From an optimization exercise on the open Yosys and OpenROAD flow, aimed at small area, a short achievable clock period and few clock cycles per item; shortcuts taken in it are not production practice. Only simulation tests tie the RTL to the original design; equivalence was not proved. Power and IR drop assume default switching activity.

===== constraint.sdc =====
create_clock -name core_clock -period 5.5 [get_ports {clk}]
set_input_delay 1.1000 -clock core_clock [delete_from_list [all_inputs] [get_ports {clk}]]
set_output_delay 1.1000 -clock core_clock [all_outputs]
set_load 0.01 [all_outputs]

===== config.mk =====
export PLATFORM = sky130hd
export DESIGN_NAME = denseLayer
export DESIGN_NICKNAME = denseLayer
export VERILOG_FILES = /design/flow/design.v
export SDC_FILE = /design/flow/constraint.sdc
export NUM_CORES = 4
export LEC_CHECK = 0
export CAP_MARGIN = 20
export CORE_MARGIN = 2
export CORE_UTILIZATION = 45
export PLACE_DENSITY = 0.6
export SLEW_MARGIN = 20
export SYNTH_MEMORY_MAX_BITS = 16384

===== design.v =====
`timescale 1ns/10ps
module pipeStage #(
	parameter int Width = 1
) (
	input logic clk,
	input logic rst,
	input logic inValid,
	output logic inReady,
	input logic [Width-1:0] inData,
	output logic outValid,
	input logic outReady,
	output logic [Width-1:0] outData
);
	assign inReady = !outValid || outReady;
	always_ff @(posedge clk) begin
		if (rst) begin
			outValid <= 1'b0;
		end else if (inReady) begin
			outValid <= inValid;
		end
	end
	always_ff @(posedge clk) begin
		if (inValid && inReady) begin
			outData <= inData;
		end
	end
endmodule
`timescale 1ns/10ps
module featureSequencer #(
	parameter int NumInputs = 187
) (
	input logic clk,
	input logic rst,
	input logic featValid,
	output logic featReady,
	input logic [7:0] featData,
	output logic beatValid,
	input logic beatReady,
	output logic [17:0] beat  
);
	logic [7:0] idx;
	logic lastIdx;
	logic [17:0] nextBeat;
	assign lastIdx = (idx == 8'(NumInputs - 1));
	assign nextBeat = {featData, idx, (idx == 8'd0), lastIdx};
	always_ff @(posedge clk) begin
		if (rst) begin
			idx <= '0;
		end else if (featValid && featReady) begin
			idx <= lastIdx ? '0 : idx + 1'b1;
		end
	end
	pipeStage #(.Width(18)) u_beatStage (
		.clk(clk),
		.rst(rst),
		.inValid(featValid),
		.inReady(featReady),
		.inData(nextBeat),
		.outValid(beatValid),
		.outReady(beatReady),
		.outData(beat)
	);
endmodule
`timescale 1ns/10ps
module weightMem #(
	parameter int NumInputs = 187,
	parameter int NumNeurons = 5
) (
	input logic clk,
	input logic rst,
	input logic weightWe,
	input logic [7:0] weightAddr,
	input logic [8*NumNeurons-1:0] weightData,
	input logic beatValid,
	output logic beatReady,
	input logic [17:0] beat,  
	output logic termValid,
	input logic termReady,
	output logic [7:0] termFeature,
	output logic [8*NumNeurons-1:0] termWeights,
	output logic termFirst,
	output logic termLast
);
	logic [8*NumNeurons-1:0] mem [0:NumInputs-1];
	assign beatReady = !termValid || termReady;
	always_ff @(posedge clk) begin
		if (weightWe) begin
			mem[weightAddr] <= weightData;
		end
	end
	always_ff @(posedge clk) begin
		if (beatValid && beatReady) begin
			termWeights <= mem[beat[9:2]];
			termFeature <= beat[17:10];  
			termFirst <= beat[1];
			termLast <= beat[0];
		end
	end
	always_ff @(posedge clk) begin
		if (rst) begin
			termValid <= 1'b0;
		end else if (beatReady) begin
			termValid <= beatValid;
		end
	end
endmodule
`timescale 1ns/10ps
module macArray #(
	parameter int NumNeurons = 5
) (
	input logic clk,
	input logic rst,
	input logic termValid,
	output logic termReady,
	input logic [7:0] termFeature,
	input logic [8*NumNeurons-1:0] termWeights,
	input logic termFirst,
	input logic termLast,
	output logic sumValid,
	input logic sumReady,
	output logic [24*NumNeurons-1:0] sums
);
	logic signed [23:0] prod [NumNeurons];
	logic signed [23:0] acc [NumNeurons];
	logic signed [23:0] accNext [NumNeurons];
	logic prodValid;
	logic prodFirst;
	logic prodLast;
	logic prodDrain;
	assign prodDrain = prodValid && (!prodLast || !sumValid || sumReady);
	assign termReady = !prodValid || prodDrain;
	always_comb begin
		for (int n = 0; n < NumNeurons; n++) begin
			accNext[n] = prodFirst ? prod[n] : acc[n] + prod[n];
		end
	end
	always_ff @(posedge clk) begin
		if (termValid && termReady) begin
			for (int n = 0; n < NumNeurons; n++) begin
				prod[n] <= 24'($signed({1'b0, termFeature})) * 24'($signed(termWeights[8*n +: 8]));
			end
			prodFirst <= termFirst;
			prodLast <= termLast;
		end
		if (prodDrain) begin
			for (int n = 0; n < NumNeurons; n++) begin
				acc[n] <= accNext[n];
			end
		end
		if (prodDrain && prodLast) begin
			for (int n = 0; n < NumNeurons; n++) begin
				sums[24*n +: 24] <= accNext[n];  
			end
		end
	end
	always_ff @(posedge clk) begin
		if (rst) begin
			prodValid <= 1'b0;
			sumValid <= 1'b0;
		end else begin
			if (termReady) begin
				prodValid <= termValid;
			end
			if (prodDrain && prodLast) begin
				sumValid <= 1'b1;
			end else if (sumReady) begin
				sumValid <= 1'b0;
			end
		end
	end
endmodule
`timescale 1ns/10ps
module activationStage #(
	parameter int NumNeurons = 5,
	parameter int ShiftBits = 7
) (
	input logic clk,
	input logic rst,
	input logic sumValid,
	output logic sumReady,
	input logic [24*NumNeurons-1:0] sums,
	output logic outValid,
	input logic outReady,
	output logic [8*NumNeurons-1:0] outData
);
	logic [8*NumNeurons-1:0] act;
	always_comb begin
		logic signed [23:0] shifted;
		for (int n = 0; n < NumNeurons; n++) begin
			shifted = $signed(sums[24*n +: 24]) >>> ShiftBits;
			if (sums[24*n + 23]) begin
				act[8*n +: 8] = '0;  
			end else if (shifted > 24'sd255) begin
				act[8*n +: 8] = 8'hff;
			end else begin
				act[8*n +: 8] = shifted[7:0];
			end
		end
	end
	pipeStage #(.Width(8*NumNeurons)) u_outStage (
		.clk(clk),
		.rst(rst),
		.inValid(sumValid),
		.inReady(sumReady),
		.inData(act),
		.outValid(outValid),
		.outReady(outReady),
		.outData(outData)
	);
endmodule
`timescale 1ns/10ps
module denseLayer #(
	parameter int NumInputs = 187,
	parameter int NumNeurons = 5,
	parameter int ShiftBits = 7
) (
	input logic clk,
	input logic rst,
	input logic featValid,
	output logic featReady,
	input logic [7:0] featData,
	input logic weightWe,
	input logic [7:0] weightAddr,
	input logic [39:0] weightData,
	output logic outValid,
	input logic outReady,
	output logic [39:0] outData
);
	logic beatValid;
	logic beatReady;
	logic [17:0] beat;
	logic termValid;
	logic termReady;
	logic [7:0] termFeature;
	logic [39:0] termWeights;
	logic termFirst;
	logic termLast;
	logic sumValid;
	logic sumReady;
	logic [119:0] sums;
	featureSequencer #(.NumInputs(NumInputs)) u_featureSequencer (
		.clk(clk),
		.rst(rst),
		.featValid(featValid),
		.featReady(featReady),
		.featData(featData),
		.beatValid(beatValid),
		.beatReady(beatReady),
		.beat(beat)
	);
	weightMem #(.NumInputs(NumInputs), .NumNeurons(NumNeurons)) u_weightMem (
		.clk(clk),
		.rst(rst),
		.weightWe(weightWe),
		.weightAddr(weightAddr),
		.weightData(weightData),
		.beatValid(beatValid),
		.beatReady(beatReady),
		.beat(beat),
		.termValid(termValid),
		.termReady(termReady),
		.termFeature(termFeature),
		.termWeights(termWeights),
		.termFirst(termFirst),
		.termLast(termLast)
	);
	macArray #(.NumNeurons(NumNeurons)) u_macArray (
		.clk(clk),
		.rst(rst),
		.termValid(termValid),
		.termReady(termReady),
		.termFeature(termFeature),
		.termWeights(termWeights),
		.termFirst(termFirst),
		.termLast(termLast),
		.sumValid(sumValid),
		.sumReady(sumReady),
		.sums(sums)
	);
	activationStage #(.NumNeurons(NumNeurons), .ShiftBits(ShiftBits)) u_activationStage (
		.clk(clk),
		.rst(rst),
		.sumValid(sumValid),
		.sumReady(sumReady),
		.sums(sums),
		.outValid(outValid),
		.outReady(outReady),
		.outData(outData)
	);
endmodule

===== run.sh =====
#!/bin/bash
# synth_recipe.tcl (not shown) runs the flow's synth.tcl, then flattens the netlist and writes it again
# the make line also repeats each setting of config.mk as NAME=value (left out here)
make -C /OpenROAD-flow-scripts/flow DESIGN_CONFIG=/design/flow/config.mk WORK_HOME=/design/flow/orfs CLKGATE_MAP_FILE= SYNTH_SCRIPT=/design/flow/synth_recipe.tcl finish

==> qor.yml <==
final-seq-area_sq_um: 237000
core-area_sq_um: 698000
synthesis.nets: 14532
clkLatencyLatePin_ps: 1180
ant_nets: 0
hold_violations: 0
slowest_stage: "fa_1"
cts_buffers: 786
nNetsFinal: 15354
ys_types: 67
postSynthCellCount: 13948
fin_cells: 24710
synth.area.top_cells: "edfxtp_1 (75%), mux4_2 (17%), ha_1 (1.3%)"
grtUsageTotal: 0.236
worstPathRequired_ps: 6380
seqPwrFrac: 0.514
place_hpwl_mm: 484
place_area_sq_um: 334000
cap_violations: 0
avgSynthCellArea_sq_um: 22.6
startpoint_type: "flop"
gr-total-overflow: 0
critical_path_arrival_ps: 5980
drive_above_1_share: 0.278
status: "timing/DRC/antenna clean"
synthesis.area_sq_um: 315000
power_frac_comb: 0.080
synth_top_flop_cell: "edfxtp_1"
cts_tree: "done"
row_count: 307
die_area_sq_um: 706000
fin_crit_sh: 0.928
finalSetupViolations: 0
crit_path_max_fanout: 24
clkPwrFrac: 0.405
root_buffer: "clkbuf_16"
num-fill-cells: 53775
async_reset_ff_frac: 0
cts_setup_buffers: 0
synth_top_cell_by_area: "edfxtp_1"
cpPeakStageDelay_ps: 540
final_core_util: 0.514
synth-edff-count: 7880
grtUsageMet1: 0.349
post_drt_via_cell_ratio: 6.07
critical_path_class: "flop to flop"
drc: 0
grtUsageMet3: 0.0496
switching_share: 0.225
holdWs_ps: 317
multi_input_comb_area_sq_um: 75200
rsz0062_at_grt: "no"
p_leak_nw: 112
grt_max_degree: 140
die_x_microns: 840
finalWeightedCongestion: 0.847
drt-total-wl_mm: 845
drt-initial-drc-count: 21007
synth.top_cell.area_share: 0.752
clk_pin_slew_worst_paths_ps: 70
io_pins: 103
die_h_microns: 840
met2_usage: 0.362
hold_path.class: "primary input to flop"
synth-seq-cells: 7893
path_buf_inv: 4
tightestPinTransition_ps: 1200
switching_power_mw: 29.3
rrSetupSlack_ps: 400
peakVddDrop_mv: 0.356
grt-busiest-layer: "met2"
ys_seq_area_frac: 0.753
dr_total_vias: 149957
htreeDepth: 6
cpLargestDelayFamily: "adder cells"
slew_headroom: 0.201
cts.sinks: 7893
skew_ps: 109
final_cell_area_sq_um: 359000
io_buffers: 102
cts.path.max_buffers: 4
ys_warn_count: 9
crit_path_end_kind: "flop"
intPower_mw: 101
grt_pass1_wl_mm: 1180
area_growth_pct: 14.1
path_cells: "buf_4 -> nand2_1 -> fa_1 -> fa_1 -> inv_1 -> fa_1 -> inv_1 -> fa_1 -> inv_1 -> ha_1 -> o21ai_0 -> a21boi_0 -> o21ai_0 -> a21boi_0 -> o21ai_0 -> a21boi_0 -> o21ai_0 -> nor2b_1 -> xnor2_1"
period_minus_slack_ps: 5100
dr.pass1.iters: 7
initial_core_util: 0.451
antenna_found_initial: 76
dp.cells: 23250
drv_slew: 0
grt_pass1_vias: 150816
routedWlPerCell_microns: 34.2
fmax_ghz: 0.196
final.setup.tns_ps: 0
power.density_nw_per_um2: 362
-- metal layers --
metal / share of wire / routed length (microns) / vias to the layer above
li1: - / - / 60360
met3: 0.094 / 79800 / 1010
met5: 0.00010 / 86 / -
met2: 0.46 / 388000 / 6723
met1: 0.42 / 352000 / 81850
met4: 0.030 / 25500 / 14
-- sequential cells by signal, indices dropped and copies added (netlist names), 8 cells and up --
name and flops:
u_featureSequencer.idx 8, u_macArray.prod 85, u_macArray.sums 85, u_activationStage.u_outStage.outData 40, u_weightMem.termWeights 40, u_weightMem.termFeature 8
u_featureSequencer.u_beatStage.outData 18, u_weightMem.mem 7480, u_macArray.acc 120
-- synth_stat cells (40+ instances only) --
cell and n:
a21o_1 46, a21oi_1 96, a22oi_1 82, and2_1 214
buf_1 64, buf_2 195, clkbuf_1 396, edfxtp_1 7880
fa_1 190, ha_1 333, inv_1 335, mux2i_1 209
mux4_2 2320, nand2_1 301, nand3_1 47, nor2_1 357
nor3_1 69, o211ai_1 49, o21ai_0 237, o221a_1 40
xnor2_1 85, xor2_1 66
-- path summary, 6_finish.rpt --
path / endpoint / cells after the start / from
max: u_macArray.prod[0][14] / 19 / u_weightMem.termFeature[5]
min: u_weightMem.mem[134][24] / 1 / weightData[24]
max reg2reg: u_macArray.prod[0][14] / 19 / u_weightMem.termFeature[5]
min reg2reg: u_weightMem.termFirst / 0 / u_featureSequencer.u_beatStage.outData[1]
-- power by group through the flow --
stage               Sequential (mW)  Clock (mW)  Combinational (mW)
detailed placement             68.1           0                10.5
CTS                            66.8        53.5                10.6
floorplan                      68.0           0                6.31
global route                   66.8        55.8                11.3
global placement               68.1           0                10.5
finish                         66.8        52.7                10.4
-- repair_timing --
action,CTS,global route
setup endpoints to repair,0,2
hold buffers,0,0
gates resized for setup,0,1
-- cell families (layout without fill, tap and decap cells) --
group / after synthesis / in the layout / synth area share
XOR/XNOR: 151 / 151 / 0.00420
multiplexers: 2539 / 2539 / 0.173
AO/OA/AOI/OAI: 690 / 690 / 0.0144
other: 0 / 36 / 0
flip-flops: 7893 / 7893 / 0.753
adder cells (fa/ha/maj): 523 / 523 / 0.0253
buffers and inverters: 1020 / 2476 / 0.0133
AND/OR/NAND/NOR: 1132 / 1132 / 0.0169
-- area by class of cell --
cell class / instances / share of cell area
clock buffers: 958 / 0.0567
multi-input cells: 5035 / 0.209
diodes: 36 / 0.000251
flip-flops and latches: 7893 / 0.660
well taps: 9270 / 0.0323
repair buffers: 719 / 0.0250
clock inverters: 464 / 0.0130
inverters: 335 / 0.00350
-- layout by cell type (no fill, tap or decap), drive strengths merged, types with 85 or more instances in the layout --
| cell | synthesis | final |
|---|---|---|
| edfxtp | 7880 | 7880 |
| ha | 333 | 333 |
| mux4 | 2320 | 2320 |
| xnor2 | 85 | 85 |
| clkbuf | 396 | 958 |
| nand2 | 301 | 301 |
| mux2i | 209 | 209 |
| nor2 | 357 | 357 |
| a21oi | 96 | 96 |
| clkinv | 0 | 340 |
| o21ai | 240 | 240 |
| buf | 289 | 657 |
| fa | 190 | 190 |
| and2 | 214 | 214 |
| inv | 335 | 368 |
-- stage by stage --
step	setup slack, ps	power [mW]
3_3_place_gp	402	78.5
6_report	398	130
2_1_floorplan	399	74.3
5_1_grt	23.3	134
3_5_place_dp	383	78.6
4_1_cts	366	131
Testbench counts, summed over its fixed seeds: cycles 17,992, items 96.

what the ideal ports hide:
The results above use ideal ports. As a check the final layout listed here was re-extracted and re-timed, cells and wires unchanged.
Step 1 assumes that a clkbuf_16 drives the clock port and a buf_2 every other input.
Step 2, shift: input delay + t, output delay - t, t = (earliest + latest rising clock arrival at the registers) / 2. This alone moves slack from input paths to output paths.
a / b / c = ideal / step 1 / step 2; a / b = the first two.
shift t [ns]: 1.264
setup slack, ns: 0.398 / 0.398 / 0.398
slew at the worst register clock pin (ns): 0.07 / 0.07
After both steps this run still meets setup and hold. For this run, drivers alone change the setup slack by 0.000 ns; drivers and shift together by 0.000 ns.
